What follows belongs to an exercise in optimizing a design on an open flow for small area, a short achievable clock period and few clock cycles per item; a production flow would make more cautious choices. In this exercise RTL edits were held to simulation tests only and were not proved equivalent to the original. Power is estimated from default activity; no workload was simulated.

==> flow/design.v <==
package cla_pkg;
    localparam int WORD_W = 64;
    typedef enum logic [1:0] {IDLE, RUN, DONE} state_t;
    function automatic integer idx_w(input integer n);
        idx_w = n <= 1 ? 1 : $clog2(n);
    endfunction
endpackage
module add256 (
    input  logic [255:0] a,
    input  logic [255:0] b,
    input  logic         cin,
    output logic [255:0] sum,
    output logic         cout
);
    wire [255:0] p = a ^ b;
    wire [255:0] g = a & b;
    wire [255:0] c;
    wire n1g = g[1] | p[1] & g[0];
    wire n1p = p[1] & p[0];
    wire n2g = g[3] | p[3] & g[2];
    wire n2p = p[3] & p[2];
    wire n3g = g[2] | p[2] & n1g;
    wire n3p = p[2] & n1p;
    wire n4g = n2g | n2p & n1g;
    wire n4p = n2p & n1p;
    wire n5g = g[5] | p[5] & g[4];
    wire n5p = p[5] & p[4];
    wire n6g = g[7] | p[7] & g[6];
    wire n6p = p[7] & p[6];
    wire n7g = g[6] | p[6] & n5g;
    wire n7p = p[6] & n5p;
    wire n8g = n6g | n6p & n5g;
    wire n8p = n6p & n5p;
    wire n9g = g[9] | p[9] & g[8];
    wire n9p = p[9] & p[8];
    wire n10g = g[11] | p[11] & g[10];
    wire n10p = p[11] & p[10];
    wire n11g = g[10] | p[10] & n9g;
    wire n11p = p[10] & n9p;
    wire n12g = n10g | n10p & n9g;
    wire n12p = n10p & n9p;
    wire n13g = g[13] | p[13] & g[12];
    wire n13p = p[13] & p[12];
    wire n14g = g[15] | p[15] & g[14];
    wire n14p = p[15] & p[14];
    wire n15g = g[14] | p[14] & n13g;
    wire n15p = p[14] & n13p;
    wire n16g = n14g | n14p & n13g;
    wire n16p = n14p & n13p;
    wire n17g = g[17] | p[17] & g[16];
    wire n17p = p[17] & p[16];
    wire n18g = g[19] | p[19] & g[18];
    wire n18p = p[19] & p[18];
    wire n19g = g[18] | p[18] & n17g;
    wire n19p = p[18] & n17p;
    wire n20g = n18g | n18p & n17g;
    wire n20p = n18p & n17p;
    wire n21g = g[21] | p[21] & g[20];
    wire n21p = p[21] & p[20];
    wire n22g = g[23] | p[23] & g[22];
    wire n22p = p[23] & p[22];
    wire n23g = g[22] | p[22] & n21g;
    wire n23p = p[22] & n21p;
    wire n24g = n22g | n22p & n21g;
    wire n24p = n22p & n21p;
    wire n25g = g[25] | p[25] & g[24];
    wire n25p = p[25] & p[24];
    wire n26g = g[27] | p[27] & g[26];
    wire n26p = p[27] & p[26];
    wire n27g = g[26] | p[26] & n25g;
    wire n27p = p[26] & n25p;
    wire n28g = n26g | n26p & n25g;
    wire n28p = n26p & n25p;
    wire n29g = g[29] | p[29] & g[28];
    wire n29p = p[29] & p[28];
    wire n30g = g[31] | p[31] & g[30];
    wire n30p = p[31] & p[30];
    wire n31g = g[30] | p[30] & n29g;
    wire n31p = p[30] & n29p;
    wire n32g = n30g | n30p & n29g;
    wire n32p = n30p & n29p;
    wire n33g = g[33] | p[33] & g[32];
    wire n33p = p[33] & p[32];
    wire n34g = g[35] | p[35] & g[34];
    wire n34p = p[35] & p[34];
    wire n35g = g[34] | p[34] & n33g;
    wire n35p = p[34] & n33p;
    wire n36g = n34g | n34p & n33g;
    wire n36p = n34p & n33p;
    wire n37g = g[37] | p[37] & g[36];
    wire n37p = p[37] & p[36];
    wire n38g = g[39] | p[39] & g[38];
    wire n38p = p[39] & p[38];
    wire n39g = g[38] | p[38] & n37g;
    wire n39p = p[38] & n37p;
    wire n40g = n38g | n38p & n37g;
    wire n40p = n38p & n37p;
    wire n41g = g[41] | p[41] & g[40];
    wire n41p = p[41] & p[40];
    wire n42g = g[43] | p[43] & g[42];
    wire n42p = p[43] & p[42];
    wire n43g = g[42] | p[42] & n41g;
    wire n43p = p[42] & n41p;
    wire n44g = n42g | n42p & n41g;
    wire n44p = n42p & n41p;
    wire n45g = g[45] | p[45] & g[44];
    wire n45p = p[45] & p[44];
    wire n46g = g[47] | p[47] & g[46];
    wire n46p = p[47] & p[46];
    wire n47g = g[46] | p[46] & n45g;
    wire n47p = p[46] & n45p;
    wire n48g = n46g | n46p & n45g;
    wire n48p = n46p & n45p;
    wire n49g = g[49] | p[49] & g[48];
    wire n49p = p[49] & p[48];
    wire n50g = g[51] | p[51] & g[50];
    wire n50p = p[51] & p[50];
    wire n51g = g[50] | p[50] & n49g;
    wire n51p = p[50] & n49p;
    wire n52g = n50g | n50p & n49g;
    wire n52p = n50p & n49p;
    wire n53g = g[53] | p[53] & g[52];
    wire n53p = p[53] & p[52];
    wire n54g = g[55] | p[55] & g[54];
    wire n54p = p[55] & p[54];
    wire n55g = g[54] | p[54] & n53g;
    wire n55p = p[54] & n53p;
    wire n56g = n54g | n54p & n53g;
    wire n56p = n54p & n53p;
    wire n57g = g[57] | p[57] & g[56];
    wire n57p = p[57] & p[56];
    wire n58g = g[59] | p[59] & g[58];
    wire n58p = p[59] & p[58];
    wire n59g = g[58] | p[58] & n57g;
    wire n59p = p[58] & n57p;
    wire n60g = n58g | n58p & n57g;
    wire n60p = n58p & n57p;
    wire n61g = g[61] | p[61] & g[60];
    wire n61p = p[61] & p[60];
    wire n62g = g[63] | p[63] & g[62];
    wire n62p = p[63] & p[62];
    wire n63g = g[62] | p[62] & n61g;
    wire n63p = p[62] & n61p;
    wire n64g = n62g | n62p & n61g;
    wire n64p = n62p & n61p;
    wire n65g = g[65] | p[65] & g[64];
    wire n65p = p[65] & p[64];
    wire n66g = g[67] | p[67] & g[66];
    wire n66p = p[67] & p[66];
    wire n67g = g[66] | p[66] & n65g;
    wire n67p = p[66] & n65p;
    wire n68g = n66g | n66p & n65g;
    wire n68p = n66p & n65p;
    wire n69g = g[69] | p[69] & g[68];
    wire n69p = p[69] & p[68];
    wire n70g = g[71] | p[71] & g[70];
    wire n70p = p[71] & p[70];
    wire n71g = g[70] | p[70] & n69g;
    wire n71p = p[70] & n69p;
    wire n72g = n70g | n70p & n69g;
    wire n72p = n70p & n69p;
    wire n73g = g[73] | p[73] & g[72];
    wire n73p = p[73] & p[72];
    wire n74g = g[75] | p[75] & g[74];
    wire n74p = p[75] & p[74];
    wire n75g = g[74] | p[74] & n73g;
    wire n75p = p[74] & n73p;
    wire n76g = n74g | n74p & n73g;
    wire n76p = n74p & n73p;
    wire n77g = g[77] | p[77] & g[76];
    wire n77p = p[77] & p[76];
    wire n78g = g[79] | p[79] & g[78];
    wire n78p = p[79] & p[78];
    wire n79g = g[78] | p[78] & n77g;
    wire n79p = p[78] & n77p;
    wire n80g = n78g | n78p & n77g;
    wire n80p = n78p & n77p;
    wire n81g = g[81] | p[81] & g[80];
    wire n81p = p[81] & p[80];
    wire n82g = g[83] | p[83] & g[82];
    wire n82p = p[83] & p[82];
    wire n83g = g[82] | p[82] & n81g;
    wire n83p = p[82] & n81p;
    wire n84g = n82g | n82p & n81g;
    wire n84p = n82p & n81p;
    wire n85g = g[85] | p[85] & g[84];
    wire n85p = p[85] & p[84];
    wire n86g = g[87] | p[87] & g[86];
    wire n86p = p[87] & p[86];
    wire n87g = g[86] | p[86] & n85g;
    wire n87p = p[86] & n85p;
    wire n88g = n86g | n86p & n85g;
    wire n88p = n86p & n85p;
    wire n89g = g[89] | p[89] & g[88];
    wire n89p = p[89] & p[88];
    wire n90g = g[91] | p[91] & g[90];
    wire n90p = p[91] & p[90];
    wire n91g = g[90] | p[90] & n89g;
    wire n91p = p[90] & n89p;
    wire n92g = n90g | n90p & n89g;
    wire n92p = n90p & n89p;
    wire n93g = g[93] | p[93] & g[92];
    wire n93p = p[93] & p[92];
    wire n94g = g[95] | p[95] & g[94];
    wire n94p = p[95] & p[94];
    wire n95g = g[94] | p[94] & n93g;
    wire n95p = p[94] & n93p;
    wire n96g = n94g | n94p & n93g;
    wire n96p = n94p & n93p;
    wire n97g = g[97] | p[97] & g[96];
    wire n97p = p[97] & p[96];
    wire n98g = g[99] | p[99] & g[98];
    wire n98p = p[99] & p[98];
    wire n99g = g[98] | p[98] & n97g;
    wire n99p = p[98] & n97p;
    wire n100g = n98g | n98p & n97g;
    wire n100p = n98p & n97p;
    wire n101g = g[101] | p[101] & g[100];
    wire n101p = p[101] & p[100];
    wire n102g = g[103] | p[103] & g[102];
    wire n102p = p[103] & p[102];
    wire n103g = g[102] | p[102] & n101g;
    wire n103p = p[102] & n101p;
    wire n104g = n102g | n102p & n101g;
    wire n104p = n102p & n101p;
    wire n105g = g[105] | p[105] & g[104];
    wire n105p = p[105] & p[104];
    wire n106g = g[107] | p[107] & g[106];
    wire n106p = p[107] & p[106];
    wire n107g = g[106] | p[106] & n105g;
    wire n107p = p[106] & n105p;
    wire n108g = n106g | n106p & n105g;
    wire n108p = n106p & n105p;
    wire n109g = g[109] | p[109] & g[108];
    wire n109p = p[109] & p[108];
    wire n110g = g[111] | p[111] & g[110];
    wire n110p = p[111] & p[110];
    wire n111g = g[110] | p[110] & n109g;
    wire n111p = p[110] & n109p;
    wire n112g = n110g | n110p & n109g;
    wire n112p = n110p & n109p;
    wire n113g = g[113] | p[113] & g[112];
    wire n113p = p[113] & p[112];
    wire n114g = g[115] | p[115] & g[114];
    wire n114p = p[115] & p[114];
    wire n115g = g[114] | p[114] & n113g;
    wire n115p = p[114] & n113p;
    wire n116g = n114g | n114p & n113g;
    wire n116p = n114p & n113p;
    wire n117g = g[117] | p[117] & g[116];
    wire n117p = p[117] & p[116];
    wire n118g = g[119] | p[119] & g[118];
    wire n118p = p[119] & p[118];
    wire n119g = g[118] | p[118] & n117g;
    wire n119p = p[118] & n117p;
    wire n120g = n118g | n118p & n117g;
    wire n120p = n118p & n117p;
    wire n121g = g[121] | p[121] & g[120];
    wire n121p = p[121] & p[120];
    wire n122g = g[123] | p[123] & g[122];
    wire n122p = p[123] & p[122];
    wire n123g = g[122] | p[122] & n121g;
    wire n123p = p[122] & n121p;
    wire n124g = n122g | n122p & n121g;
    wire n124p = n122p & n121p;
    wire n125g = g[125] | p[125] & g[124];
    wire n125p = p[125] & p[124];
    wire n126g = g[127] | p[127] & g[126];
    wire n126p = p[127] & p[126];
    wire n127g = g[126] | p[126] & n125g;
    wire n127p = p[126] & n125p;
    wire n128g = n126g | n126p & n125g;
    wire n128p = n126p & n125p;
    wire n129g = g[129] | p[129] & g[128];
    wire n129p = p[129] & p[128];
    wire n130g = g[131] | p[131] & g[130];
    wire n130p = p[131] & p[130];
    wire n131g = g[130] | p[130] & n129g;
    wire n131p = p[130] & n129p;
    wire n132g = n130g | n130p & n129g;
    wire n132p = n130p & n129p;
    wire n133g = g[133] | p[133] & g[132];
    wire n133p = p[133] & p[132];
    wire n134g = g[135] | p[135] & g[134];
    wire n134p = p[135] & p[134];
    wire n135g = g[134] | p[134] & n133g;
    wire n135p = p[134] & n133p;
    wire n136g = n134g | n134p & n133g;
    wire n136p = n134p & n133p;
    wire n137g = g[137] | p[137] & g[136];
    wire n137p = p[137] & p[136];
    wire n138g = g[139] | p[139] & g[138];
    wire n138p = p[139] & p[138];
    wire n139g = g[138] | p[138] & n137g;
    wire n139p = p[138] & n137p;
    wire n140g = n138g | n138p & n137g;
    wire n140p = n138p & n137p;
    wire n141g = g[141] | p[141] & g[140];
    wire n141p = p[141] & p[140];
    wire n142g = g[143] | p[143] & g[142];
    wire n142p = p[143] & p[142];
    wire n143g = g[142] | p[142] & n141g;
    wire n143p = p[142] & n141p;
    wire n144g = n142g | n142p & n141g;
    wire n144p = n142p & n141p;
    wire n145g = g[145] | p[145] & g[144];
    wire n145p = p[145] & p[144];
    wire n146g = g[147] | p[147] & g[146];
    wire n146p = p[147] & p[146];
    wire n147g = g[146] | p[146] & n145g;
    wire n147p = p[146] & n145p;
    wire n148g = n146g | n146p & n145g;
    wire n148p = n146p & n145p;
    wire n149g = g[149] | p[149] & g[148];
    wire n149p = p[149] & p[148];
    wire n150g = g[151] | p[151] & g[150];
    wire n150p = p[151] & p[150];
    wire n151g = g[150] | p[150] & n149g;
    wire n151p = p[150] & n149p;
    wire n152g = n150g | n150p & n149g;
    wire n152p = n150p & n149p;
    wire n153g = g[153] | p[153] & g[152];
    wire n153p = p[153] & p[152];
    wire n154g = g[155] | p[155] & g[154];
    wire n154p = p[155] & p[154];
    wire n155g = g[154] | p[154] & n153g;
    wire n155p = p[154] & n153p;
    wire n156g = n154g | n154p & n153g;
    wire n156p = n154p & n153p;
    wire n157g = g[157] | p[157] & g[156];
    wire n157p = p[157] & p[156];
    wire n158g = g[159] | p[159] & g[158];
    wire n158p = p[159] & p[158];
    wire n159g = g[158] | p[158] & n157g;
    wire n159p = p[158] & n157p;
    wire n160g = n158g | n158p & n157g;
    wire n160p = n158p & n157p;
    wire n161g = g[161] | p[161] & g[160];
    wire n161p = p[161] & p[160];
    wire n162g = g[163] | p[163] & g[162];
    wire n162p = p[163] & p[162];
    wire n163g = g[162] | p[162] & n161g;
    wire n163p = p[162] & n161p;
    wire n164g = n162g | n162p & n161g;
    wire n164p = n162p & n161p;
    wire n165g = g[165] | p[165] & g[164];
    wire n165p = p[165] & p[164];
    wire n166g = g[167] | p[167] & g[166];
    wire n166p = p[167] & p[166];
    wire n167g = g[166] | p[166] & n165g;
    wire n167p = p[166] & n165p;
    wire n168g = n166g | n166p & n165g;
    wire n168p = n166p & n165p;
    wire n169g = g[169] | p[169] & g[168];
    wire n169p = p[169] & p[168];
    wire n170g = g[171] | p[171] & g[170];
    wire n170p = p[171] & p[170];
    wire n171g = g[170] | p[170] & n169g;
    wire n171p = p[170] & n169p;
    wire n172g = n170g | n170p & n169g;
    wire n172p = n170p & n169p;
    wire n173g = g[173] | p[173] & g[172];
    wire n173p = p[173] & p[172];
    wire n174g = g[175] | p[175] & g[174];
    wire n174p = p[175] & p[174];
    wire n175g = g[174] | p[174] & n173g;
    wire n175p = p[174] & n173p;
    wire n176g = n174g | n174p & n173g;
    wire n176p = n174p & n173p;
    wire n177g = g[177] | p[177] & g[176];
    wire n177p = p[177] & p[176];
    wire n178g = g[179] | p[179] & g[178];
    wire n178p = p[179] & p[178];
    wire n179g = g[178] | p[178] & n177g;
    wire n179p = p[178] & n177p;
    wire n180g = n178g | n178p & n177g;
    wire n180p = n178p & n177p;
    wire n181g = g[181] | p[181] & g[180];
    wire n181p = p[181] & p[180];
    wire n182g = g[183] | p[183] & g[182];
    wire n182p = p[183] & p[182];
    wire n183g = g[182] | p[182] & n181g;
    wire n183p = p[182] & n181p;
    wire n184g = n182g | n182p & n181g;
    wire n184p = n182p & n181p;
    wire n185g = g[185] | p[185] & g[184];
    wire n185p = p[185] & p[184];
    wire n186g = g[187] | p[187] & g[186];
    wire n186p = p[187] & p[186];
    wire n187g = g[186] | p[186] & n185g;
    wire n187p = p[186] & n185p;
    wire n188g = n186g | n186p & n185g;
    wire n188p = n186p & n185p;
    wire n189g = g[189] | p[189] & g[188];
    wire n189p = p[189] & p[188];
    wire n190g = g[191] | p[191] & g[190];
    wire n190p = p[191] & p[190];
    wire n191g = g[190] | p[190] & n189g;
    wire n191p = p[190] & n189p;
    wire n192g = n190g | n190p & n189g;
    wire n192p = n190p & n189p;
    wire n193g = g[193] | p[193] & g[192];
    wire n193p = p[193] & p[192];
    wire n194g = g[195] | p[195] & g[194];
    wire n194p = p[195] & p[194];
    wire n195g = g[194] | p[194] & n193g;
    wire n195p = p[194] & n193p;
    wire n196g = n194g | n194p & n193g;
    wire n196p = n194p & n193p;
    wire n197g = g[197] | p[197] & g[196];
    wire n197p = p[197] & p[196];
    wire n198g = g[199] | p[199] & g[198];
    wire n198p = p[199] & p[198];
    wire n199g = g[198] | p[198] & n197g;
    wire n199p = p[198] & n197p;
    wire n200g = n198g | n198p & n197g;
    wire n200p = n198p & n197p;
    wire n201g = g[201] | p[201] & g[200];
    wire n201p = p[201] & p[200];
    wire n202g = g[203] | p[203] & g[202];
    wire n202p = p[203] & p[202];
    wire n203g = g[202] | p[202] & n201g;
    wire n203p = p[202] & n201p;
    wire n204g = n202g | n202p & n201g;
    wire n204p = n202p & n201p;
    wire n205g = g[205] | p[205] & g[204];
    wire n205p = p[205] & p[204];
    wire n206g = g[207] | p[207] & g[206];
    wire n206p = p[207] & p[206];
    wire n207g = g[206] | p[206] & n205g;
    wire n207p = p[206] & n205p;
    wire n208g = n206g | n206p & n205g;
    wire n208p = n206p & n205p;
    wire n209g = g[209] | p[209] & g[208];
    wire n209p = p[209] & p[208];
    wire n210g = g[211] | p[211] & g[210];
    wire n210p = p[211] & p[210];
    wire n211g = g[210] | p[210] & n209g;
    wire n211p = p[210] & n209p;
    wire n212g = n210g | n210p & n209g;
    wire n212p = n210p & n209p;
    wire n213g = g[213] | p[213] & g[212];
    wire n213p = p[213] & p[212];
    wire n214g = g[215] | p[215] & g[214];
    wire n214p = p[215] & p[214];
    wire n215g = g[214] | p[214] & n213g;
    wire n215p = p[214] & n213p;
    wire n216g = n214g | n214p & n213g;
    wire n216p = n214p & n213p;
    wire n217g = g[217] | p[217] & g[216];
    wire n217p = p[217] & p[216];
    wire n218g = g[219] | p[219] & g[218];
    wire n218p = p[219] & p[218];
    wire n219g = g[218] | p[218] & n217g;
    wire n219p = p[218] & n217p;
    wire n220g = n218g | n218p & n217g;
    wire n220p = n218p & n217p;
    wire n221g = g[221] | p[221] & g[220];
    wire n221p = p[221] & p[220];
    wire n222g = g[223] | p[223] & g[222];
    wire n222p = p[223] & p[222];
    wire n223g = g[222] | p[222] & n221g;
    wire n223p = p[222] & n221p;
    wire n224g = n222g | n222p & n221g;
    wire n224p = n222p & n221p;
    wire n225g = g[225] | p[225] & g[224];
    wire n225p = p[225] & p[224];
    wire n226g = g[227] | p[227] & g[226];
    wire n226p = p[227] & p[226];
    wire n227g = g[226] | p[226] & n225g;
    wire n227p = p[226] & n225p;
    wire n228g = n226g | n226p & n225g;
    wire n228p = n226p & n225p;
    wire n229g = g[229] | p[229] & g[228];
    wire n229p = p[229] & p[228];
    wire n230g = g[231] | p[231] & g[230];
    wire n230p = p[231] & p[230];
    wire n231g = g[230] | p[230] & n229g;
    wire n231p = p[230] & n229p;
    wire n232g = n230g | n230p & n229g;
    wire n232p = n230p & n229p;
    wire n233g = g[233] | p[233] & g[232];
    wire n233p = p[233] & p[232];
    wire n234g = g[235] | p[235] & g[234];
    wire n234p = p[235] & p[234];
    wire n235g = g[234] | p[234] & n233g;
    wire n235p = p[234] & n233p;
    wire n236g = n234g | n234p & n233g;
    wire n236p = n234p & n233p;
    wire n237g = g[237] | p[237] & g[236];
    wire n237p = p[237] & p[236];
    wire n238g = g[239] | p[239] & g[238];
    wire n238p = p[239] & p[238];
    wire n239g = g[238] | p[238] & n237g;
    wire n239p = p[238] & n237p;
    wire n240g = n238g | n238p & n237g;
    wire n240p = n238p & n237p;
    wire n241g = g[241] | p[241] & g[240];
    wire n241p = p[241] & p[240];
    wire n242g = g[243] | p[243] & g[242];
    wire n242p = p[243] & p[242];
    wire n243g = g[242] | p[242] & n241g;
    wire n243p = p[242] & n241p;
    wire n244g = n242g | n242p & n241g;
    wire n244p = n242p & n241p;
    wire n245g = g[245] | p[245] & g[244];
    wire n245p = p[245] & p[244];
    wire n246g = g[247] | p[247] & g[246];
    wire n246p = p[247] & p[246];
    wire n247g = g[246] | p[246] & n245g;
    wire n247p = p[246] & n245p;
    wire n248g = n246g | n246p & n245g;
    wire n248p = n246p & n245p;
    wire n249g = g[249] | p[249] & g[248];
    wire n249p = p[249] & p[248];
    wire n250g = g[251] | p[251] & g[250];
    wire n250p = p[251] & p[250];
    wire n251g = g[250] | p[250] & n249g;
    wire n251p = p[250] & n249p;
    wire n252g = n250g | n250p & n249g;
    wire n252p = n250p & n249p;
    wire n253g = g[253] | p[253] & g[252];
    wire n253p = p[253] & p[252];
    wire n254g = g[255] | p[255] & g[254];
    wire n254p = p[255] & p[254];
    wire n255g = g[254] | p[254] & n253g;
    wire n255p = p[254] & n253p;
    wire n256g = n254g | n254p & n253g;
    wire n256p = n254p & n253p;
    wire n257g = n4g | n4p & cin;
    wire n258g = n12g | n12p & n8g;
    wire n258p = n12p & n8p;
    wire n259g = n20g | n20p & n16g;
    wire n259p = n20p & n16p;
    wire n260g = n28g | n28p & n24g;
    wire n260p = n28p & n24p;
    wire n261g = n36g | n36p & n32g;
    wire n261p = n36p & n32p;
    wire n262g = n44g | n44p & n40g;
    wire n262p = n44p & n40p;
    wire n263g = n52g | n52p & n48g;
    wire n263p = n52p & n48p;
    wire n264g = n60g | n60p & n56g;
    wire n264p = n60p & n56p;
    wire n265g = n68g | n68p & n64g;
    wire n265p = n68p & n64p;
    wire n266g = n76g | n76p & n72g;
    wire n266p = n76p & n72p;
    wire n267g = n84g | n84p & n80g;
    wire n267p = n84p & n80p;
    wire n268g = n92g | n92p & n88g;
    wire n268p = n92p & n88p;
    wire n269g = n100g | n100p & n96g;
    wire n269p = n100p & n96p;
    wire n270g = n108g | n108p & n104g;
    wire n270p = n108p & n104p;
    wire n271g = n116g | n116p & n112g;
    wire n271p = n116p & n112p;
    wire n272g = n124g | n124p & n120g;
    wire n272p = n124p & n120p;
    wire n273g = n132g | n132p & n128g;
    wire n273p = n132p & n128p;
    wire n274g = n140g | n140p & n136g;
    wire n274p = n140p & n136p;
    wire n275g = n148g | n148p & n144g;
    wire n275p = n148p & n144p;
    wire n276g = n156g | n156p & n152g;
    wire n276p = n156p & n152p;
    wire n277g = n164g | n164p & n160g;
    wire n277p = n164p & n160p;
    wire n278g = n172g | n172p & n168g;
    wire n278p = n172p & n168p;
    wire n279g = n180g | n180p & n176g;
    wire n279p = n180p & n176p;
    wire n280g = n188g | n188p & n184g;
    wire n280p = n188p & n184p;
    wire n281g = n196g | n196p & n192g;
    wire n281p = n196p & n192p;
    wire n282g = n204g | n204p & n200g;
    wire n282p = n204p & n200p;
    wire n283g = n212g | n212p & n208g;
    wire n283p = n212p & n208p;
    wire n284g = n220g | n220p & n216g;
    wire n284p = n220p & n216p;
    wire n285g = n228g | n228p & n224g;
    wire n285p = n228p & n224p;
    wire n286g = n236g | n236p & n232g;
    wire n286p = n236p & n232p;
    wire n287g = n244g | n244p & n240g;
    wire n287p = n244p & n240p;
    wire n288g = n252g | n252p & n248g;
    wire n288p = n252p & n248p;
    wire n289g = n258g | n258p & n257g;
    wire n290g = n260g | n260p & n259g;
    wire n290p = n260p & n259p;
    wire n291g = n262g | n262p & n261g;
    wire n291p = n262p & n261p;
    wire n292g = n264g | n264p & n263g;
    wire n292p = n264p & n263p;
    wire n293g = n266g | n266p & n265g;
    wire n293p = n266p & n265p;
    wire n294g = n268g | n268p & n267g;
    wire n294p = n268p & n267p;
    wire n295g = n270g | n270p & n269g;
    wire n295p = n270p & n269p;
    wire n296g = n272g | n272p & n271g;
    wire n296p = n272p & n271p;
    wire n297g = n274g | n274p & n273g;
    wire n297p = n274p & n273p;
    wire n298g = n276g | n276p & n275g;
    wire n298p = n276p & n275p;
    wire n299g = n278g | n278p & n277g;
    wire n299p = n278p & n277p;
    wire n300g = n280g | n280p & n279g;
    wire n300p = n280p & n279p;
    wire n301g = n282g | n282p & n281g;
    wire n301p = n282p & n281p;
    wire n302g = n284g | n284p & n283g;
    wire n302p = n284p & n283p;
    wire n303g = n286g | n286p & n285g;
    wire n303p = n286p & n285p;
    wire n304g = n288g | n288p & n287g;
    wire n304p = n288p & n287p;
    wire n305g = n290g | n290p & n289g;
    wire n306g = n292g | n292p & n291g;
    wire n306p = n292p & n291p;
    wire n307g = n294g | n294p & n293g;
    wire n307p = n294p & n293p;
    wire n308g = n296g | n296p & n295g;
    wire n308p = n296p & n295p;
    wire n309g = n298g | n298p & n297g;
    wire n309p = n298p & n297p;
    wire n310g = n300g | n300p & n299g;
    wire n310p = n300p & n299p;
    wire n311g = n302g | n302p & n301g;
    wire n311p = n302p & n301p;
    wire n312g = n304g | n304p & n303g;
    wire n312p = n304p & n303p;
    wire n313g = n306g | n306p & n305g;
    wire n314g = n308g | n308p & n307g;
    wire n314p = n308p & n307p;
    wire n315g = n310g | n310p & n309g;
    wire n315p = n310p & n309p;
    wire n316g = n312g | n312p & n311g;
    wire n316p = n312p & n311p;
    wire n317g = n314g | n314p & n313g;
    wire n318g = n316g | n316p & n315g;
    wire n318p = n316p & n315p;
    wire n319g = n318g | n318p & n317g;
    wire n320g = n315g | n315p & n317g;
    wire n321g = n307g | n307p & n313g;
    wire n322g = n309g | n309p & n317g;
    wire n323g = n311g | n311p & n320g;
    wire n324g = n291g | n291p & n305g;
    wire n325g = n293g | n293p & n313g;
    wire n326g = n295g | n295p & n321g;
    wire n327g = n297g | n297p & n317g;
    wire n328g = n299g | n299p & n322g;
    wire n329g = n301g | n301p & n320g;
    wire n330g = n303g | n303p & n323g;
    wire n331g = n259g | n259p & n289g;
    wire n332g = n261g | n261p & n305g;
    wire n333g = n263g | n263p & n324g;
    wire n334g = n265g | n265p & n313g;
    wire n335g = n267g | n267p & n325g;
    wire n336g = n269g | n269p & n321g;
    wire n337g = n271g | n271p & n326g;
    wire n338g = n273g | n273p & n317g;
    wire n339g = n275g | n275p & n327g;
    wire n340g = n277g | n277p & n322g;
    wire n341g = n279g | n279p & n328g;
    wire n342g = n281g | n281p & n320g;
    wire n343g = n283g | n283p & n329g;
    wire n344g = n285g | n285p & n323g;
    wire n345g = n287g | n287p & n330g;
    wire n346g = n8g | n8p & n257g;
    wire n347g = n16g | n16p & n289g;
    wire n348g = n24g | n24p & n331g;
    wire n349g = n32g | n32p & n305g;
    wire n350g = n40g | n40p & n332g;
    wire n351g = n48g | n48p & n324g;
    wire n352g = n56g | n56p & n333g;
    wire n353g = n64g | n64p & n313g;
    wire n354g = n72g | n72p & n334g;
    wire n355g = n80g | n80p & n325g;
    wire n356g = n88g | n88p & n335g;
    wire n357g = n96g | n96p & n321g;
    wire n358g = n104g | n104p & n336g;
    wire n359g = n112g | n112p & n326g;
    wire n360g = n120g | n120p & n337g;
    wire n361g = n128g | n128p & n317g;
    wire n362g = n136g | n136p & n338g;
    wire n363g = n144g | n144p & n327g;
    wire n364g = n152g | n152p & n339g;
    wire n365g = n160g | n160p & n322g;
    wire n366g = n168g | n168p & n340g;
    wire n367g = n176g | n176p & n328g;
    wire n368g = n184g | n184p & n341g;
    wire n369g = n192g | n192p & n320g;
    wire n370g = n200g | n200p & n342g;
    wire n371g = n208g | n208p & n329g;
    wire n372g = n216g | n216p & n343g;
    wire n373g = n224g | n224p & n323g;
    wire n374g = n232g | n232p & n344g;
    wire n375g = n240g | n240p & n330g;
    wire n376g = n248g | n248p & n345g;
    wire n377g = n256g | n256p & n319g;
    assign c[0] = cin;
    wire n378g = g[0] | p[0] & cin;
    assign c[1] = n378g;
    wire n379g = n1g | n1p & cin;
    assign c[2] = n379g;
    wire n380g = n3g | n3p & cin;
    assign c[3] = n380g;
    assign c[4] = n257g;
    wire n381g = g[4] | p[4] & n4g | p[4] & n4p & cin;
    assign c[5] = n381g;
    wire n382g = n5g | n5p & n257g;
    assign c[6] = n382g;
    wire n383g = n7g | n7p & n257g;
    assign c[7] = n383g;
    assign c[8] = n346g;
    wire n384g = g[8] | p[8] & n8g | p[8] & n8p & n257g;
    assign c[9] = n384g;
    wire n385g = n9g | n9p & n346g;
    assign c[10] = n385g;
    wire n386g = n11g | n11p & n346g;
    assign c[11] = n386g;
    assign c[12] = n289g;
    wire n387g = g[12] | p[12] & n258g | p[12] & n258p & n257g;
    assign c[13] = n387g;
    wire n388g = n13g | n13p & n289g;
    assign c[14] = n388g;
    wire n389g = n15g | n15p & n289g;
    assign c[15] = n389g;
    assign c[16] = n347g;
    wire n390g = g[16] | p[16] & n16g | p[16] & n16p & n289g;
    assign c[17] = n390g;
    wire n391g = n17g | n17p & n347g;
    assign c[18] = n391g;
    wire n392g = n19g | n19p & n347g;
    assign c[19] = n392g;
    assign c[20] = n331g;
    wire n393g = g[20] | p[20] & n259g | p[20] & n259p & n289g;
    assign c[21] = n393g;
    wire n394g = n21g | n21p & n331g;
    assign c[22] = n394g;
    wire n395g = n23g | n23p & n331g;
    assign c[23] = n395g;
    assign c[24] = n348g;
    wire n396g = g[24] | p[24] & n24g | p[24] & n24p & n331g;
    assign c[25] = n396g;
    wire n397g = n25g | n25p & n348g;
    assign c[26] = n397g;
    wire n398g = n27g | n27p & n348g;
    assign c[27] = n398g;
    assign c[28] = n305g;
    wire n399g = g[28] | p[28] & n290g | p[28] & n290p & n289g;
    assign c[29] = n399g;
    wire n400g = n29g | n29p & n305g;
    assign c[30] = n400g;
    wire n401g = n31g | n31p & n305g;
    assign c[31] = n401g;
    assign c[32] = n349g;
    wire n402g = g[32] | p[32] & n32g | p[32] & n32p & n305g;
    assign c[33] = n402g;
    wire n403g = n33g | n33p & n349g;
    assign c[34] = n403g;
    wire n404g = n35g | n35p & n349g;
    assign c[35] = n404g;
    assign c[36] = n332g;
    wire n405g = g[36] | p[36] & n261g | p[36] & n261p & n305g;
    assign c[37] = n405g;
    wire n406g = n37g | n37p & n332g;
    assign c[38] = n406g;
    wire n407g = n39g | n39p & n332g;
    assign c[39] = n407g;
    assign c[40] = n350g;
    wire n408g = g[40] | p[40] & n40g | p[40] & n40p & n332g;
    assign c[41] = n408g;
    wire n409g = n41g | n41p & n350g;
    assign c[42] = n409g;
    wire n410g = n43g | n43p & n350g;
    assign c[43] = n410g;
    assign c[44] = n324g;
    wire n411g = g[44] | p[44] & n291g | p[44] & n291p & n305g;
    assign c[45] = n411g;
    wire n412g = n45g | n45p & n324g;
    assign c[46] = n412g;
    wire n413g = n47g | n47p & n324g;
    assign c[47] = n413g;
    assign c[48] = n351g;
    wire n414g = g[48] | p[48] & n48g | p[48] & n48p & n324g;
    assign c[49] = n414g;
    wire n415g = n49g | n49p & n351g;
    assign c[50] = n415g;
    wire n416g = n51g | n51p & n351g;
    assign c[51] = n416g;
    assign c[52] = n333g;
    wire n417g = g[52] | p[52] & n263g | p[52] & n263p & n324g;
    assign c[53] = n417g;
    wire n418g = n53g | n53p & n333g;
    assign c[54] = n418g;
    wire n419g = n55g | n55p & n333g;
    assign c[55] = n419g;
    assign c[56] = n352g;
    wire n420g = g[56] | p[56] & n56g | p[56] & n56p & n333g;
    assign c[57] = n420g;
    wire n421g = n57g | n57p & n352g;
    assign c[58] = n421g;
    wire n422g = n59g | n59p & n352g;
    assign c[59] = n422g;
    assign c[60] = n313g;
    wire n423g = g[60] | p[60] & n306g | p[60] & n306p & n305g;
    assign c[61] = n423g;
    wire n424g = n61g | n61p & n313g;
    assign c[62] = n424g;
    wire n425g = n63g | n63p & n313g;
    assign c[63] = n425g;
    assign c[64] = n353g;
    wire n426g = g[64] | p[64] & n64g | p[64] & n64p & n313g;
    assign c[65] = n426g;
    wire n427g = n65g | n65p & n353g;
    assign c[66] = n427g;
    wire n428g = n67g | n67p & n353g;
    assign c[67] = n428g;
    assign c[68] = n334g;
    wire n429g = g[68] | p[68] & n265g | p[68] & n265p & n313g;
    assign c[69] = n429g;
    wire n430g = n69g | n69p & n334g;
    assign c[70] = n430g;
    wire n431g = n71g | n71p & n334g;
    assign c[71] = n431g;
    assign c[72] = n354g;
    wire n432g = g[72] | p[72] & n72g | p[72] & n72p & n334g;
    assign c[73] = n432g;
    wire n433g = n73g | n73p & n354g;
    assign c[74] = n433g;
    wire n434g = n75g | n75p & n354g;
    assign c[75] = n434g;
    assign c[76] = n325g;
    wire n435g = g[76] | p[76] & n293g | p[76] & n293p & n313g;
    assign c[77] = n435g;
    wire n436g = n77g | n77p & n325g;
    assign c[78] = n436g;
    wire n437g = n79g | n79p & n325g;
    assign c[79] = n437g;
    assign c[80] = n355g;
    wire n438g = g[80] | p[80] & n80g | p[80] & n80p & n325g;
    assign c[81] = n438g;
    wire n439g = n81g | n81p & n355g;
    assign c[82] = n439g;
    wire n440g = n83g | n83p & n355g;
    assign c[83] = n440g;
    assign c[84] = n335g;
    wire n441g = g[84] | p[84] & n267g | p[84] & n267p & n325g;
    assign c[85] = n441g;
    wire n442g = n85g | n85p & n335g;
    assign c[86] = n442g;
    wire n443g = n87g | n87p & n335g;
    assign c[87] = n443g;
    assign c[88] = n356g;
    wire n444g = g[88] | p[88] & n88g | p[88] & n88p & n335g;
    assign c[89] = n444g;
    wire n445g = n89g | n89p & n356g;
    assign c[90] = n445g;
    wire n446g = n91g | n91p & n356g;
    assign c[91] = n446g;
    assign c[92] = n321g;
    wire n447g = g[92] | p[92] & n307g | p[92] & n307p & n313g;
    assign c[93] = n447g;
    wire n448g = n93g | n93p & n321g;
    assign c[94] = n448g;
    wire n449g = n95g | n95p & n321g;
    assign c[95] = n449g;
    assign c[96] = n357g;
    wire n450g = g[96] | p[96] & n96g | p[96] & n96p & n321g;
    assign c[97] = n450g;
    wire n451g = n97g | n97p & n357g;
    assign c[98] = n451g;
    wire n452g = n99g | n99p & n357g;
    assign c[99] = n452g;
    assign c[100] = n336g;
    wire n453g = g[100] | p[100] & n269g | p[100] & n269p & n321g;
    assign c[101] = n453g;
    wire n454g = n101g | n101p & n336g;
    assign c[102] = n454g;
    wire n455g = n103g | n103p & n336g;
    assign c[103] = n455g;
    assign c[104] = n358g;
    wire n456g = g[104] | p[104] & n104g | p[104] & n104p & n336g;
    assign c[105] = n456g;
    wire n457g = n105g | n105p & n358g;
    assign c[106] = n457g;
    wire n458g = n107g | n107p & n358g;
    assign c[107] = n458g;
    assign c[108] = n326g;
    wire n459g = g[108] | p[108] & n295g | p[108] & n295p & n321g;
    assign c[109] = n459g;
    wire n460g = n109g | n109p & n326g;
    assign c[110] = n460g;
    wire n461g = n111g | n111p & n326g;
    assign c[111] = n461g;
    assign c[112] = n359g;
    wire n462g = g[112] | p[112] & n112g | p[112] & n112p & n326g;
    assign c[113] = n462g;
    wire n463g = n113g | n113p & n359g;
    assign c[114] = n463g;
    wire n464g = n115g | n115p & n359g;
    assign c[115] = n464g;
    assign c[116] = n337g;
    wire n465g = g[116] | p[116] & n271g | p[116] & n271p & n326g;
    assign c[117] = n465g;
    wire n466g = n117g | n117p & n337g;
    assign c[118] = n466g;
    wire n467g = n119g | n119p & n337g;
    assign c[119] = n467g;
    assign c[120] = n360g;
    wire n468g = g[120] | p[120] & n120g | p[120] & n120p & n337g;
    assign c[121] = n468g;
    wire n469g = n121g | n121p & n360g;
    assign c[122] = n469g;
    wire n470g = n123g | n123p & n360g;
    assign c[123] = n470g;
    assign c[124] = n317g;
    wire n471g = g[124] | p[124] & n314g | p[124] & n314p & n313g;
    assign c[125] = n471g;
    wire n472g = n125g | n125p & n317g;
    assign c[126] = n472g;
    wire n473g = n127g | n127p & n317g;
    assign c[127] = n473g;
    assign c[128] = n361g;
    wire n474g = g[128] | p[128] & n128g | p[128] & n128p & n317g;
    assign c[129] = n474g;
    wire n475g = n129g | n129p & n361g;
    assign c[130] = n475g;
    wire n476g = n131g | n131p & n361g;
    assign c[131] = n476g;
    assign c[132] = n338g;
    wire n477g = g[132] | p[132] & n273g | p[132] & n273p & n317g;
    assign c[133] = n477g;
    wire n478g = n133g | n133p & n338g;
    assign c[134] = n478g;
    wire n479g = n135g | n135p & n338g;
    assign c[135] = n479g;
    assign c[136] = n362g;
    wire n480g = g[136] | p[136] & n136g | p[136] & n136p & n338g;
    assign c[137] = n480g;
    wire n481g = n137g | n137p & n362g;
    assign c[138] = n481g;
    wire n482g = n139g | n139p & n362g;
    assign c[139] = n482g;
    assign c[140] = n327g;
    wire n483g = g[140] | p[140] & n297g | p[140] & n297p & n317g;
    assign c[141] = n483g;
    wire n484g = n141g | n141p & n327g;
    assign c[142] = n484g;
    wire n485g = n143g | n143p & n327g;
    assign c[143] = n485g;
    assign c[144] = n363g;
    wire n486g = g[144] | p[144] & n144g | p[144] & n144p & n327g;
    assign c[145] = n486g;
    wire n487g = n145g | n145p & n363g;
    assign c[146] = n487g;
    wire n488g = n147g | n147p & n363g;
    assign c[147] = n488g;
    assign c[148] = n339g;
    wire n489g = g[148] | p[148] & n275g | p[148] & n275p & n327g;
    assign c[149] = n489g;
    wire n490g = n149g | n149p & n339g;
    assign c[150] = n490g;
    wire n491g = n151g | n151p & n339g;
    assign c[151] = n491g;
    assign c[152] = n364g;
    wire n492g = g[152] | p[152] & n152g | p[152] & n152p & n339g;
    assign c[153] = n492g;
    wire n493g = n153g | n153p & n364g;
    assign c[154] = n493g;
    wire n494g = n155g | n155p & n364g;
    assign c[155] = n494g;
    assign c[156] = n322g;
    wire n495g = g[156] | p[156] & n309g | p[156] & n309p & n317g;
    assign c[157] = n495g;
    wire n496g = n157g | n157p & n322g;
    assign c[158] = n496g;
    wire n497g = n159g | n159p & n322g;
    assign c[159] = n497g;
    assign c[160] = n365g;
    wire n498g = g[160] | p[160] & n160g | p[160] & n160p & n322g;
    assign c[161] = n498g;
    wire n499g = n161g | n161p & n365g;
    assign c[162] = n499g;
    wire n500g = n163g | n163p & n365g;
    assign c[163] = n500g;
    assign c[164] = n340g;
    wire n501g = g[164] | p[164] & n277g | p[164] & n277p & n322g;
    assign c[165] = n501g;
    wire n502g = n165g | n165p & n340g;
    assign c[166] = n502g;
    wire n503g = n167g | n167p & n340g;
    assign c[167] = n503g;
    assign c[168] = n366g;
    wire n504g = g[168] | p[168] & n168g | p[168] & n168p & n340g;
    assign c[169] = n504g;
    wire n505g = n169g | n169p & n366g;
    assign c[170] = n505g;
    wire n506g = n171g | n171p & n366g;
    assign c[171] = n506g;
    assign c[172] = n328g;
    wire n507g = g[172] | p[172] & n299g | p[172] & n299p & n322g;
    assign c[173] = n507g;
    wire n508g = n173g | n173p & n328g;
    assign c[174] = n508g;
    wire n509g = n175g | n175p & n328g;
    assign c[175] = n509g;
    assign c[176] = n367g;
    wire n510g = g[176] | p[176] & n176g | p[176] & n176p & n328g;
    assign c[177] = n510g;
    wire n511g = n177g | n177p & n367g;
    assign c[178] = n511g;
    wire n512g = n179g | n179p & n367g;
    assign c[179] = n512g;
    assign c[180] = n341g;
    wire n513g = g[180] | p[180] & n279g | p[180] & n279p & n328g;
    assign c[181] = n513g;
    wire n514g = n181g | n181p & n341g;
    assign c[182] = n514g;
    wire n515g = n183g | n183p & n341g;
    assign c[183] = n515g;
    assign c[184] = n368g;
    wire n516g = g[184] | p[184] & n184g | p[184] & n184p & n341g;
    assign c[185] = n516g;
    wire n517g = n185g | n185p & n368g;
    assign c[186] = n517g;
    wire n518g = n187g | n187p & n368g;
    assign c[187] = n518g;
    assign c[188] = n320g;
    wire n519g = g[188] | p[188] & n315g | p[188] & n315p & n317g;
    assign c[189] = n519g;
    wire n520g = n189g | n189p & n320g;
    assign c[190] = n520g;
    wire n521g = n191g | n191p & n320g;
    assign c[191] = n521g;
    assign c[192] = n369g;
    wire n522g = g[192] | p[192] & n192g | p[192] & n192p & n320g;
    assign c[193] = n522g;
    wire n523g = n193g | n193p & n369g;
    assign c[194] = n523g;
    wire n524g = n195g | n195p & n369g;
    assign c[195] = n524g;
    assign c[196] = n342g;
    wire n525g = g[196] | p[196] & n281g | p[196] & n281p & n320g;
    assign c[197] = n525g;
    wire n526g = n197g | n197p & n342g;
    assign c[198] = n526g;
    wire n527g = n199g | n199p & n342g;
    assign c[199] = n527g;
    assign c[200] = n370g;
    wire n528g = g[200] | p[200] & n200g | p[200] & n200p & n342g;
    assign c[201] = n528g;
    wire n529g = n201g | n201p & n370g;
    assign c[202] = n529g;
    wire n530g = n203g | n203p & n370g;
    assign c[203] = n530g;
    assign c[204] = n329g;
    wire n531g = g[204] | p[204] & n301g | p[204] & n301p & n320g;
    assign c[205] = n531g;
    wire n532g = n205g | n205p & n329g;
    assign c[206] = n532g;
    wire n533g = n207g | n207p & n329g;
    assign c[207] = n533g;
    assign c[208] = n371g;
    wire n534g = g[208] | p[208] & n208g | p[208] & n208p & n329g;
    assign c[209] = n534g;
    wire n535g = n209g | n209p & n371g;
    assign c[210] = n535g;
    wire n536g = n211g | n211p & n371g;
    assign c[211] = n536g;
    assign c[212] = n343g;
    wire n537g = g[212] | p[212] & n283g | p[212] & n283p & n329g;
    assign c[213] = n537g;
    wire n538g = n213g | n213p & n343g;
    assign c[214] = n538g;
    wire n539g = n215g | n215p & n343g;
    assign c[215] = n539g;
    assign c[216] = n372g;
    wire n540g = g[216] | p[216] & n216g | p[216] & n216p & n343g;
    assign c[217] = n540g;
    wire n541g = n217g | n217p & n372g;
    assign c[218] = n541g;
    wire n542g = n219g | n219p & n372g;
    assign c[219] = n542g;
    assign c[220] = n323g;
    wire n543g = g[220] | p[220] & n311g | p[220] & n311p & n320g;
    assign c[221] = n543g;
    wire n544g = n221g | n221p & n323g;
    assign c[222] = n544g;
    wire n545g = n223g | n223p & n323g;
    assign c[223] = n545g;
    assign c[224] = n373g;
    wire n546g = g[224] | p[224] & n224g | p[224] & n224p & n323g;
    assign c[225] = n546g;
    wire n547g = n225g | n225p & n373g;
    assign c[226] = n547g;
    wire n548g = n227g | n227p & n373g;
    assign c[227] = n548g;
    assign c[228] = n344g;
    wire n549g = g[228] | p[228] & n285g | p[228] & n285p & n323g;
    assign c[229] = n549g;
    wire n550g = n229g | n229p & n344g;
    assign c[230] = n550g;
    wire n551g = n231g | n231p & n344g;
    assign c[231] = n551g;
    assign c[232] = n374g;
    wire n552g = g[232] | p[232] & n232g | p[232] & n232p & n344g;
    assign c[233] = n552g;
    wire n553g = n233g | n233p & n374g;
    assign c[234] = n553g;
    wire n554g = n235g | n235p & n374g;
    assign c[235] = n554g;
    assign c[236] = n330g;
    wire n555g = g[236] | p[236] & n303g | p[236] & n303p & n323g;
    assign c[237] = n555g;
    wire n556g = n237g | n237p & n330g;
    assign c[238] = n556g;
    wire n557g = n239g | n239p & n330g;
    assign c[239] = n557g;
    assign c[240] = n375g;
    wire n558g = g[240] | p[240] & n240g | p[240] & n240p & n330g;
    assign c[241] = n558g;
    wire n559g = n241g | n241p & n375g;
    assign c[242] = n559g;
    wire n560g = n243g | n243p & n375g;
    assign c[243] = n560g;
    assign c[244] = n345g;
    wire n561g = g[244] | p[244] & n287g | p[244] & n287p & n330g;
    assign c[245] = n561g;
    wire n562g = n245g | n245p & n345g;
    assign c[246] = n562g;
    wire n563g = n247g | n247p & n345g;
    assign c[247] = n563g;
    assign c[248] = n376g;
    wire n564g = g[248] | p[248] & n248g | p[248] & n248p & n345g;
    assign c[249] = n564g;
    wire n565g = n249g | n249p & n376g;
    assign c[250] = n565g;
    wire n566g = n251g | n251p & n376g;
    assign c[251] = n566g;
    assign c[252] = n319g;
    wire n567g = g[252] | p[252] & n318g | p[252] & n318p & n317g;
    assign c[253] = n567g;
    wire n568g = n253g | n253p & n319g;
    assign c[254] = n568g;
    wire n569g = n255g | n255p & n319g;
    assign c[255] = n569g;
    assign sum  = p ^ c;
    assign cout = n377g;
endmodule
import cla_pkg::*;
module cla_mp_add_seq #(
    parameter int NUM_WORDS = 4
) (
    input  logic                                 clk,
    input  logic                                 rst,
    input  logic                                 in_valid,
    output logic                                 in_ready,
    input  logic [NUM_WORDS*cla_pkg::WORD_W-1:0] in_a,
    input  logic [NUM_WORDS*cla_pkg::WORD_W-1:0] in_b,
    input  logic                                 in_cin,
    input  logic                                 in_sub,
    output logic                                 out_valid,
    input  logic                                 out_ready,
    output logic [NUM_WORDS*cla_pkg::WORD_W-1:0] out_sum,
    output logic                                 out_cout,
    output logic                                 out_ovf,
    output logic                                 busy
);
    localparam int W = NUM_WORDS * WORD_W;
    logic [W-1:0] bb, s, sum_r;
    logic         c0, co, cout_r, ovf_r, valid_r, take;
    assign bb   = in_b ^ {W{in_sub}};
    assign c0   = in_cin ^ in_sub;
    assign take = ~valid_r | out_ready;
    add256 u_add (.a(in_a), .b(bb), .cin(c0), .sum(s), .cout(co));
    always_ff @(posedge clk) begin
        if (rst) valid_r <= 1'b0;
        else if (take) valid_r <= in_valid;
    end
    always_ff @(posedge clk) begin
        if (take) begin
            sum_r  <= s;
            cout_r <= co;
            ovf_r  <= in_a[W-1] ^ bb[W-1] ^ s[W-1] ^ co;
        end
    end
    assign in_ready  = take;
    assign out_valid = valid_r;
    assign busy      = valid_r;
    assign out_sum   = sum_r;
    assign out_cout  = cout_r;
    assign out_ovf   = ovf_r;
endmodule
==> flow/flow/run.sh <==
#!/bin/bash
# Layout flow: the standard ORFS flow, with the port buffers inserted as the smallest buffer
# (repair_design and repair_timing still resize them where timing needs it).
set -euo pipefail
export BUFFER_PORTS_ARGS="-buffer_cell sky130_fd_sc_hd__buf_1"
export SETUP_SLACK_MARGIN=5.4
bash standard.sh > standard_flow.log 2>&1
==> flow/standard.sh <==
#!/bin/bash
# synth_recipe.tcl (not shown) runs the flow's synth.tcl, then flattens the netlist and writes it again
# the make line also repeats each setting of config.mk as NAME=value (left out here)
make -C /OpenROAD-flow-scripts/flow DESIGN_CONFIG=/design/flow/config.mk WORK_HOME=/design/flow/orfs CLKGATE_MAP_FILE= SYNTH_SCRIPT=/design/flow/synth_recipe.tcl "${@:-finish}"
==> flow/config.mk <==
export PLATFORM = sky130hd
export DESIGN_NAME = cla_mp_add_seq
export DESIGN_NICKNAME = cla_mp_add_seq
export VERILOG_FILES = /design/flow/design.v
export SDC_FILE = /design/flow/constraint.sdc
export NUM_CORES = 4
export LEC_CHECK = 0
export ABC_AREA = 1
export CAP_MARGIN = 20
export CORE_ASPECT_RATIO = 0.4
export CORE_MARGIN = 2
export CORE_UTILIZATION = 50
export CTS_BUF_LIST = sky130_fd_sc_hd__clkbuf_4
export SLEW_MARGIN = 20
==> flow/constraint.sdc <==
create_clock -name core_clock -period 10.0 [get_ports {clk}]
set_input_delay 2.0000 -clock core_clock [delete_from_list [all_inputs] [get_ports {clk}]]
set_output_delay 2.0000 -clock core_clock [all_outputs]
set_load 0.01 [all_outputs]
==> results of run 1 <==
==> cell type report <==
cell class	instances	area, sq um	share of cell area
diodes	10	25.0	0.000896
multi-input cells	1746	13400	0.481
repair buffers	878	4230	0.151
flip-flops and latches	259	7770	0.278
clock buffers	97	728	0.0261
well taps	563	704	0.0252
inverters	265	1000	0.0358
clock inverters	13	48.8	0.00175
==> stage by stage <==
| stage | total power [mW] | cell area (sq um) |
|---|---|---|
| final | 4.68 | 27900 |
| after CTS | 4.56 | 26600 |
| after global placement | 3.56 | 25300 |
| after detailed placement | 3.58 | 25300 |
| after floorplan | 2.97 | 22000 |
| after global routing | 4.96 | 27900 |
==> logic make-up after synthesis <==
logic type                 synth area share
xor gates and xnor gates              0.205
adders and majority gates             0.152
buffers and inverters                0.0527
AOI/OAI and AO/OA                    0.0816
DFF                                   0.367
and+or+nand+nor                       0.141
==> report_power, final <==
part	leakage, nW	switching, mW	total, mW	internal [mW]
clock	0.472	0.496	0.937	0.441
combinational	9.63	1.24	2.02	0.781
sequential	2.68	0.0983	1.73	1.63
==> flip-flops by register name (all words and copies together) (netlist names) <==
name     count
sum_r      256
valid_r      1
cout_r       1
ovf_r        1
==> cells in the mapped netlist (all sizes together), types with 3 or more instances <==
| master | number | share of area |
|---|---|---|
| o31ai | 5 | 0.0020 |
| inv | 265 | 0.047 |
| a211oi | 4 | 0.0014 |
| a31oi | 3 | 0.00089 |
| buf | 25 | 0.0048 |
| o21ai | 20 | 0.0053 |
| a31o | 3 | 0.0012 |
| clkbuf | 5 | 0.00089 |
| nand2 | 490 | 0.094 |
| nand3 | 68 | 0.017 |
| ha | 256 | 0.15 |
| o21a | 3 | 0.0011 |
| nor3 | 26 | 0.0066 |
| a21oi | 198 | 0.049 |
| xnor2 | 80 | 0.033 |
| a21o | 27 | 0.0099 |
| nand4 | 17 | 0.0050 |
| edfxtp | 258 | 0.37 |
| xor2 | 414 | 0.17 |
| nor2 | 94 | 0.017 |
| o21bai | 21 | 0.0085 |
==> critical path, cell delays in order <==
cell	delay (ns)
clkbuf_16	0.18
buf_16	0.19
buf_16	0.18
xor2_1	0.17
ha_1	0.34
nand2_1	0.09
inv_1	0.04
o21ai_0	0.13
nand2_1	0.15
a21oi_2	0.19
nand2_2	0.13
nand2_1	0.10
nand2_2	0.07
a21oi_4	0.21
nand2_8	0.10
nand2_4	0.10
nand2_8	0.09
buf_12	0.15
a21oi_4	0.20
o21ai_4	0.10
nand2_2	0.10
nand2_2	0.05
xor2_1	0.14
==> worst paths after layout <==
| path | start | endpoint | slack, ns | cells after the start |
|---|---|---|---|---|
| max | in_sub | sum_r[242] | 5.28 | 23 |
| min | valid_r | sum_r[181] | 1.12 | 1 |
| min reg2reg | valid_r | sum_r[181] | 1.12 | 1 |
| max reg2reg | valid_r | sum_r[173] | 7.49 | 4 |
==> layer usage <==
| metal | global-route usage | share of wire | wire, um | vias to the layer above |
|---|---|---|---|---|
| li1 | - | - | - | 9521 |
| met4 | 0.108 | 0.032 | 2290 | 0 |
| met1 | 0.372 | 0.41 | 29100 | 8811 |
| met2 | 0.517 | 0.49 | 35300 | 625 |
| met5 | 0 | 0 | 0 | - |
| met3 | 0.0630 | 0.070 | 5030 | 144 |
==> layout by cell type, fill, tap and decap left out, types with 8 or more instances in the layout <==
| cell | Yosys | layout |
|---|---|---|
| xor2_1 | 414 | 407 |
| nand2_2 | 14 | 70 |
| nand2_4 | 10 | 28 |
| nor3_1 | 24 | 18 |
| o21ai_0 | 16 | 8 |
| o21bai_1 | 17 | 14 |
| nor2_1 | 94 | 77 |
| xnor2_1 | 80 | 78 |
| nand4_1 | 17 | 17 |
| a21oi_4 | 2 | 14 |
| a21oi_1 | 191 | 118 |
| buf_4 | 2 | 64 |
| a21o_1 | 26 | 26 |
| buf_12 | 0 | 8 |
| diode_2 | 0 | 10 |
| clkinv_1 | 0 | 11 |
| a21oi_2 | 5 | 66 |
| o21ai_1 | 1 | 8 |
| inv_2 | 3 | 14 |
| buf_16 | 0 | 12 |
| buf_1 | 23 | 776 |
| edfxtp_1 | 258 | 258 |
| inv_1 | 262 | 251 |
| nand3_2 | 2 | 21 |
| ha_1 | 256 | 250 |
| nand2_1 | 464 | 391 |
| nand3_1 | 66 | 46 |
| clkbuf_4 | 0 | 97 |
| nor2_2 | 0 | 14 |
| clkbuf_16 | 0 | 10 |
==> repair_timing <==
item,in CTS,in global routing
setup endpoints to repair,221,46
gates cloned,15,9
pin swaps,5,96
resized for setup,24,123
setup buffers,6,68
==> results.py, run 1 <==
metrics = {
    "status": {
        "status": "no timing/DRC/antenna violations",
    },
    "clocking": {
        "cts_tree": "done",
        "cts_buffers": 68,
        "clk_latency_ns": 0.79,
        "clockBufferDepth": 3,
        "h-tree-depth": 3,
        "postCtsHoldBufs": 0,
        "clock-sinks": 259,
        "clkTransAtPathRegs_ns": 0.08,
        "root_buffer": "clkbuf_4",
    },
    "timing": {
        "final.period_utilization": 0.472,
        "setup_viol": 0,
        "setup_tns_ns": 0,
        "slew_violations": 0,
        "fin_hold_ws_ns": 1.12,
        "max_freq_mhz": 212,
        "setup_ws_ns": 5.28,
        "worst_slew_pin_slew_ns": 0.933,
        "rsz0062_at_grt": "yes",
        "fin_skew_ns": 0.0403,
        "period_minus_slack_ns": 4.72,
        "slew_headroom": 0.377,
        "hold_violations": 0,
    },
    "die": {
        "io_pins": 779,
        "rows": 47,
        "start_util": 0.509,
        "core-area_sq_um": 41500,
        "die_area_sq_um": 44100,
        "fp.dieH_um": 134,
        "die_width_um": 329,
    },
    "global_route": {
        "antenna_found_initial": 8,
        "grt_start_max_net_pins": 65,
        "grt-ovfl-total": 0,
        "grt_use_total": 0.299,
        "grt_pass1_vias": 17737,
        "grt_pass1_wl_um": 99300,
    },
    "critical_path": {
        "cp_data_arrival_time_ns": 5.22,
        "end_kind": "flop",
        "cp_data_required_time_ns": 10.50,
        "crit_fanout": 8,
        "cp-start-kind": "input port",
        "critical_path_class": "in -> reg",
    },
    "routing": {
        "drc": 0,
        "firstDrtPassIters": 5,
        "vias_per_cell": 4.99,
        "totalWireLength_um": 71700,
        "first_iter_violations": 1091,
        "wl_per_cell_um": 18.7,
        "drtAntennaViolNets": 0,
        "dr_total_vias": 19101,
    },
    "logic_synthesis": {
        "yosysWarnings": 1,
        "syn_area_sq_um": 21100,
        "synthArstFlopShare": 0,
        "syn_area_per_cell_sq_um": 9.21,
        "synth.net_count": 3072,
        "synth.lib_cells_used.distinct": 48,
        "synth_cells": 2297,
        "ys_seq_area_frac": 0.367,
        "synth_edf_count": 258,
        "synth-seq-cells": 259,
        "synth_ff_type": "edfxtp_1",
    },
    "layout": {
        "final_cells": 3831,
        "fin_nets": 3993,
        "fin_util": 0.673,
        "nFillCells": 3604,
        "syn_to_final_growth_pct": 32.1,
        "layout-drive-gt1-share": 0.150,
    },
    "placement": {
        "dp.cells": 3613,
        "hpwlAfterDp_um": 51200,
        "port_buffers": 778,
        "routabilityCongestion": 0.935,
        "pre_cts_slack_ns": 3.43,
    },
    "job": {
        "cap_violations": 0,
    },
    "pwr": {
        "p_leak_nw": 12.8,
        "peakVddDrop_mv": 0.0907,
        "power_density_nw_per_um2": 168,
    },
    "hold_path": {
        "hold_class": "reg -> reg",
    },
}
Testbench counts, summed over its fixed seeds: cycles 1,608, items 1,600.
==> run 2, diff against run 1 <==
--- a/flow/flow/run.sh
+++ b/flow/flow/run.sh
@@ -3,5 +3,4 @@
 # (repair_design and repair_timing still resize them where timing needs it).
 set -euo pipefail
 export BUFFER_PORTS_ARGS="-buffer_cell sky130_fd_sc_hd__buf_1"
-export SETUP_SLACK_MARGIN=5.4
 bash standard.sh > standard_flow.log 2>&1
--- a/flow/config.mk
+++ b/flow/config.mk
@@ -6,9 +6,12 @@
 export NUM_CORES = 4
 export LEC_CHECK = 0
 export ABC_AREA = 1
-export CAP_MARGIN = 20
+export CAP_MARGIN = 5
 export CORE_ASPECT_RATIO = 0.4
 export CORE_MARGIN = 2
 export CORE_UTILIZATION = 50
-export CTS_BUF_LIST = sky130_fd_sc_hd__clkbuf_4
-export SLEW_MARGIN = 20
+export CTS_BUF_LIST = sky130_fd_sc_hd__clkbuf_4 sky130_fd_sc_hd__clkbuf_8
+export CTS_CLUSTER_DIAMETER = 60
+export CTS_CLUSTER_SIZE = 12
+export SETUP_SLACK_MARGIN = 5
+export SLEW_MARGIN = 5
==> run 2 against run 1 <==
  * Still clean
  * Fmax fell by 2.0%
  * Sequential cell count did not move
  * Setup slack got worse by 0.098 ns
  * Core utilization fell by 5.9 points
  * Routed wire length fell by 10%
  * Combinational power fell by 12%
  * Register-to-register slack improved by 0.05 ns
  * Count of clock-buffer cells in the layout fell by 62
  * Die area did not move
  * Largest cell class unchanged
==> results.py, run 2 <==
metrics = {
    "logic_synthesis": {
        "synth_cells": 2297,
        "yosysMostFrequentCell": "nand2_1",
        "synth_ff_type": "edfxtp_1",
        "synthArstFlopShare": 0,
        "syn_area_sq_um": 21100,
        "synth.net_count": 3072,
        "synth_common_cells": "nand2_1, xor2_1, inv_1",
        "syn_area_per_cell_sq_um": 9.21,
        "synth_top_area_frac": 0.366,
        "synth_edf_count": 258,
        "synth-seq-cells": 259,
        "yosysWarnings": 1,
        "yosysTopAreaCell": "edfxtp_1",
        "synth.lib_cells_used.distinct": 48,
        "ys_seq_area_frac": 0.367,
        "synthTopCellsByArea": "edfxtp_1, xor2_1, ha_1",
    },
    "layout": {
        "layout-drive-gt1-share": 0.0388,
        "nFillCells": 3845,
        "syn_to_final_growth_pct": 20.6,
        "largest_reg_flops": 256,
        "final_cells": 3666,
        "fin_nets": 3860,
        "fin_area_sq_um": 25500,
        "multi_input_area_sq_um": 12400,
        "final_common_cell": "buf_1",
        "seqCellArea_sq_um": 7770,
        "final_cell_mix": "buf_1, nand2_1, xor2_1",
        "regMostFlops": "sum_r",
    },
    "global_route": {
        "grt_pass1_vias": 17159,
        "grt-ovfl-total": 0,
        "grt_pass1_wl_um": 94200,
        "met1_usage": 0.343,
        "grt_busiest_layer": "met2",
        "grtUsageMet3": 0.0429,
        "use_met2": 0.499,
        "grt_start_max_net_pins": 119,
        "antenna_found_initial": 8,
        "grt_use_total": 0.277,
    },
    "critical_path": {
        "critical_path_class": "in -> reg",
        "end_kind": "flop",
        "cp_data_arrival_time_ns": 5.15,
        "setup.worst_path.start": "in_sub",
        "crit_fanout": 24,
        "cp-start-kind": "input port",
        "reg2reg_from": "valid_r",
        "worstRegToRegCells": 3,
        "reg2reg_to": "sum_r[132]",
        "critPathCapture": "sum_r[234]",
        "cp_data_required_time_ns": 10.33,
        "r2r_setup_slack_ns": 7.54,
    },
    "timing": {
        "period_minus_slack_ns": 4.82,
        "rsz0062_at_grt": "yes",
        "fin_skew_ns": 0.0316,
        "worst_slew_pin_slew_ns": 0.921,
        "slew_headroom": 0.386,
        "fin_hold_ws_ns": 1.05,
        "slew_violations": 0,
        "max_freq_mhz": 208,
        "setup_viol": 0,
        "setup_tns_ns": 0,
        "hold_violations": 0,
        "final.period_utilization": 0.482,
    },
    "clocking": {
        "root_buffer": "clkbuf_8",
        "cts_tree": "done",
        "clk_latency_ns": 0.60,
        "postCtsHoldBufs": 0,
        "clkTransAtPathRegs_ns": 0.10,
        "postCtsSetupBuffers": 0,
        "clock-sinks": 259,
        "clockBufferDepth": 3,
        "cts_buffers": 25,
        "h-tree-depth": 1,
    },
    "die": {
        "fp.dieH_um": 134,
        "die_width_um": 329,
        "die_area_sq_um": 44100,
        "core-area_sq_um": 41500,
        "io_pins": 779,
        "start_util": 0.509,
        "rows": 47,
    },
    "routing": {
        "drtAntennaViolNets": 0,
        "first_iter_violations": 817,
        "drc": 0,
        "dr_total_vias": 18025,
        "wl_per_cell_um": 17.6,
        "firstDrtPassIters": 5,
        "vias_per_cell": 4.92,
        "totalWireLength_um": 64400,
    },
    "placement": {
        "routabilityCongestion": 0.928,
        "port_buffers": 778,
        "hpwlAfterDp_um": 51400,
        "post_dp_cell_area_sq_um": 24800,
        "dp.cells": 3613,
    },
    "pwr": {
        "peakVddDrop_mv": 0.0908,
        "total_power_mw": 4.18,
        "power_density_nw_per_um2": 164,
        "p_leak_nw": 11.7,
    },
    "job": {
        "cap_violations": 0,
    },
    "status": {
        "status": "no timing/DRC/antenna violations",
    },
    "hold_path": {
        "hold_class": "reg -> reg",
    },
}
==> run 2: cell counts after synthesis <==
No cell type changed its count.
==> run 2: where the power goes <==
| part | internal, mW | switching, mW |
|---|---|---|
| Combinational | 0.662 | 1.12 |
| Clock | 0.267 | 0.402 |
| Sequential | 1.63 | 0.101 |
| Total | 2.56 | 1.62 |
==> run 2: stage by stage <==
stage	util	setup slack, ns
2_1_floorplan	-	4.90
3_3_place_gp	0.597	3.69
3_5_place_dp	0.597	3.65
4_1_cts	0.610	5.04
5_1_grt	0.614	4.99
6_report	0.614	5.18
==> run 2: cells by family (layout without fill, tap and decap cells) <==
| logic type | Yosys count | in the layout | synth area share |
|---|---|---|---|
| simple gates | 702 | 702 | 0.141 |
| xor+xnor | 494 | 494 | 0.205 |
| buf+inv | 295 | 1092 | 0.0527 |
| compound gates | 290 | 290 | 0.0816 |
| flops | 259 | 259 | 0.367 |
| fa+ha+maj | 257 | 257 | 0.152 |
| other cells | 0 | 9 | 0 |
==> run 2: timing repair <==
action / CTS / global route
gates cloned: 4 / 4
gates resized for setup: 5 / 12
setup endpoints to repair: 205 / 100
pin swaps: 0 / 0
==> run 2: critical path, cell delays in order <==
cell	delay, ns
clkbuf_16	0.20
buf_16	0.20
xor2_1	0.19
ha_1	0.34
a21oi_1	0.22
nand2_1	0.10
a21oi_2	0.19
nand2_1	0.11
a21oi_2	0.18
nand2_4	0.14
nand2_4	0.10
nand2_4	0.09
nand2_4	0.10
nand2_8	0.08
nand2_4	0.09
nand2_8	0.08
a21o_4	0.25
nand2_2	0.06
nand2_2	0.07
nand2_1	0.09
nand2_1	0.06
xor2_1	0.15
==> run 2: routing by layer <==
metal / routed length, um / vias to the layer above
met5: 0 / -
met4: 1930 / 0
met3: 3510 / 106
met2: 32200 / 493
met1: 26700 / 8243
li1: - / 9183
==> run 2: final cells by class <==
class,instances,share of cell area
clock buffers,35,0.0164
diodes,9,0.000883
repair buffers,791,0.126
flip-flops and latches,259,0.305
multi-input cells,1743,0.485
inverters,265,0.0390
well taps,563,0.0276
clock inverters,1,0.000294
==> run 2: how the worst min path moves through the flow <==
stage	start	to	slack, ns	depth (start not counted)
floorplan	valid_r	valid_r	1.60	2
global route	valid_r	sum_r[55]	1.11	1
CTS	valid_r	sum_r[55]	1.09	1
detailed placement	valid_r	sum_r[55]	1.07	1
global placement	valid_r	sum_r[55]	1.06	1
finish	valid_r	sum_r[55]	1.05	1

-- what the ideal ports hide --
Ports are ideal in the flow. The routed layouts listed here were re-timed in OpenROAD.
Step 1 (the two cells are an assumption about what drives the block):
set clk [get_ports {clk}]
set_driving_cell -lib_cell sky130_fd_sc_hd__clkbuf_16 $clk
set_driving_cell -lib_cell sky130_fd_sc_hd__buf_2 [delete_from_list [all_inputs] $clk]
Step 2 adds t to the input delays and takes it off the output delays; t is the mean of the earliest and latest rising clock arrival at the registers after step 1. Input paths then give back, and output paths get back, about the clock's delay inside the block.
Three values: ideal ports, drivers, drivers and shift; two values: the first two.
run	t, ns	slack for setup (ns)	slew at the worst register clock pin (ns)
run 1	0.822	5.282 / 5.180 / 4.358	0.08 / 0.08
run 2	0.637	5.183 / 5.057 / 4.420	0.10 / 0.10
After both steps every run listed still meets setup and hold. For run 1, which loses most, drivers alone change the setup slack by -0.102 ns; drivers and shift together by -0.924 ns.
